What follows belongs to an exercise in optimizing a design on an open flow for small area, a short achievable clock period and few clock cycles per item; a production flow would make more cautious choices. In this exercise RTL edits were held to simulation tests only and were not proved equivalent to the original. Power is estimated from default activity; no workload was simulated.

== red ==
==> flow/design.v (excerpt) <==
module mips_core (
	input  logic                clk,
	input  logic                rst_n,
	input  logic                instr_valid,
	input  mips_pkg::word_t     instr,
	output logic                instr_credit,
	input  logic                res_credit,
	output logic                res_valid,
	output mips_pkg::reg_addr_t res_reg,
	output mips_pkg::word_t     res_data
);
	logic [3:0]          rd_lo_a;
	logic [7:0]          rd_hi_a;
	logic [3:0]          rd_lo_b;
	logic [7:0]          rd_hi_b;
	mips_pkg::word_t     rd_data_a;
	mips_pkg::word_t     rd_data_b;
	logic                ex_valid;
	mips_pkg::reg_addr_t ex_dest;
	mips_pkg::word_t     ex_a;
	mips_pkg::word_t     ex_b;
	logic                fwd_ap;
	logic                fwd_an;
	logic                fwd_b;
	logic                fwd_amt;
	logic [4:0]          ex_amt;
	logic                ex_add;
	logic                ex_sub;
	logic                ex_slt;
	logic                ex_shift;
	logic                ex_sh_left;
	logic                ex_sh_arith;
	logic [3:0]          ex_logic;
	logic                wb_valid;
	mips_pkg::reg_addr_t wb_dest;
	mips_pkg::word_t     wb_data;
	mips_issue u_issue (
		.clk(clk), .rst_n(rst_n),
		.instr_valid(instr_valid), .instr(instr), .instr_credit(instr_credit),
		.res_credit(res_credit),
		.rd_lo_a(rd_lo_a), .rd_hi_a(rd_hi_a), .rd_lo_b(rd_lo_b), .rd_hi_b(rd_hi_b),
		.rd_data_a(rd_data_a), .rd_data_b(rd_data_b),
  ...
Size in the first run: ~1300 flip-flops, about 75 I/O pins, ~62000 µm² of cells after synthesis.
clock: 7.0 ns
lec_check: 0
cap_margin: 20
core_margin: 2
core_utilization: 40
place_density: 0.45
setup_slack_margin: 4.3
slew_margin: 20
tns_end_percent: 0
run.sh (not shown) runs the stock make flow with config.mk's settings and CLKGATE_MAP_FILE= SYNTH_SCRIPT=/design/flow/synth_recipe.tcl, a recipe that flattens the netlist after the stock synthesis.
red went all the way through synthesis, placement and routing and the layout is clean on timing, DRC and antenna.
Testbench counts of red, summed over its fixed seeds: cycles 24,024, items 24,000.
Changes in blue relative to red:
# red
export LEC_CHECK = 0
export CAP_MARGIN = 20
export CORE_MARGIN = 2
export CORE_UTILIZATION = 40
export PLACE_DENSITY = 0.45
export SETUP_SLACK_MARGIN = 4.3
export SLEW_MARGIN = 20
export TNS_END_PERCENT = 0
create_clock -name core_clock -period 7.0 [get_ports {clk}]
# blue
export LEC_CHECK = 0
export CAP_MARGIN = 20
export CORE_MARGIN = 2
export CORE_UTILIZATION = 40
export SETUP_SLACK_MARGIN = 4.3
export SLEW_MARGIN = 20
export TNS_END_PERCENT = 0
create_clock -name core_clock -period 7.0 [get_ports {clk}]
==> comparison <==
blue finished end to end and its layout was clean on timing, DRC and antenna.
Delta (blue minus red): first-iteration DRC count picked up an extra about 7%; global-route usage decreased 3.2 points; worst hold-check slack now smaller; buffer levels on the longest clock path shows no meaningful change; post-synthesis to final-layout area growth rose by 1.6 points.
blue vs. red: final worst-path cycle share shrank by 2.6 points; switching share of total power was more or less identical; worst setup skew after layout went up 0.032 ns; reported clock group power lost 3.4%; minimum period implied by the final worst setup slack fell 0.18 ns.
#### Input delta (green over blue)
# blue
export LEC_CHECK = 0
export CAP_MARGIN = 20
export CORE_MARGIN = 2
export CORE_UTILIZATION = 40
export SETUP_SLACK_MARGIN = 4.3
export SLEW_MARGIN = 20
export TNS_END_PERCENT = 0
create_clock -name core_clock -period 7.0 [get_ports {clk}]
# green
export LEC_CHECK = 0
export CAP_MARGIN = 20
export CORE_MARGIN = 2
export CORE_UTILIZATION = 40
export SETUP_SLACK_MARGIN = 4.3
export SLEW_MARGIN = 20
export TNS_END_PERCENT = 10
create_clock -name core_clock -period 7.0 [get_ports {clk}]
## What came out
- green: done, clean on timing, DRC and antenna
- Against blue as the reference, green delivers a higher global-route usage.
- In the reports for green and blue, the smaller minimum clock period belongs to green.
- When green is set beside blue, its later-pin clock latency in the skew report turns out to be 0.02 ns smaller.
- Core utilization of the finished layout in green is 2.3 points higher than in blue
- On wire length, green does worse than blue.
- The worst max-slew margin expressed relative to the limit in green was higher than what blue gave.
- For the total power, green came in about 0.9% higher than blue did.
- Comparing green against blue, there is no change at all in number of sequential cells in the layout.
- | count of buffers added by post-CTS timing repair for setup | higher: blue |
- green ended up with a higher share of final layout cell area taken by non-clock buffers than blue did.
- In the metrics for green and blue, the one carrying the higher setup slack after layout is green.
The inputs of orange differ from those of green as listed below.
# green
export LEC_CHECK = 0
export CAP_MARGIN = 20
export CORE_MARGIN = 2
export CORE_UTILIZATION = 40
export SETUP_SLACK_MARGIN = 4.3
export SLEW_MARGIN = 20
export TNS_END_PERCENT = 10
create_clock -name core_clock -period 7.0 [get_ports {clk}]
# orange
export LEC_CHECK = 0
export ABC_AREA = 1
export CAP_MARGIN = 20
export CORE_MARGIN = 2
export CORE_UTILIZATION = 40
export PLACE_DENSITY = 0.45
export SETUP_SLACK_MARGIN = 4.3
export SLEW_MARGIN = 20
export TNS_END_PERCENT = 10
create_clock -name core_clock -period 7.0 [get_ports {clk}]
Findings:
orange reached the final stage; the timing, design-rule and antenna checks on its layout passed. Delta (orange minus green): total clock buffers created by CTS moved up; maximum net fanout on the critical path moved down. Starting utilization of the core area delta (orange -> green): insignificant. In orange, the routed wire length on met2 came out 20% above the value in green.

what the ideal ports hide:
The results above use ideal ports. As a check the final layouts listed here were re-extracted and re-timed, cells and wires unchanged.
Step 1 (the two cells are an assumption about what drives the block):
set clk [get_ports {clk}]
set_driving_cell -lib_cell sky130_fd_sc_hd__clkbuf_16 $clk
set_driving_cell -lib_cell sky130_fd_sc_hd__buf_2 [delete_from_list [all_inputs] $clk]
Step 2 also shifts input and output timing later by t, the mid clock arrival at the registers, as if the neighbouring blocks saw the same clock.
Three values: ideal ports, drivers, drivers and shift; two values: the first two.
| run | shift t [ns] | slack for setup (ns) | clock arrival spread, ns |
|---|---|---|---|
| red | 0.873 | 3.570 / 3.570 / 3.570 | 0.046 / 0.045 |
| blue | 0.871 | 3.754 / 3.754 / 3.647 | 0.075 / 0.075 |
| green | 0.879 | 3.870 / 3.870 / 3.776 | 0.046 / 0.046 |
| orange | 0.897 | 3.957 / 3.957 / 3.957 | 0.052 / 0.052 |
After both steps setup and hold are still met in every run listed. For blue, which loses most, drivers alone change the setup slack by 0.000 ns; drivers and shift together by -0.107 ns.
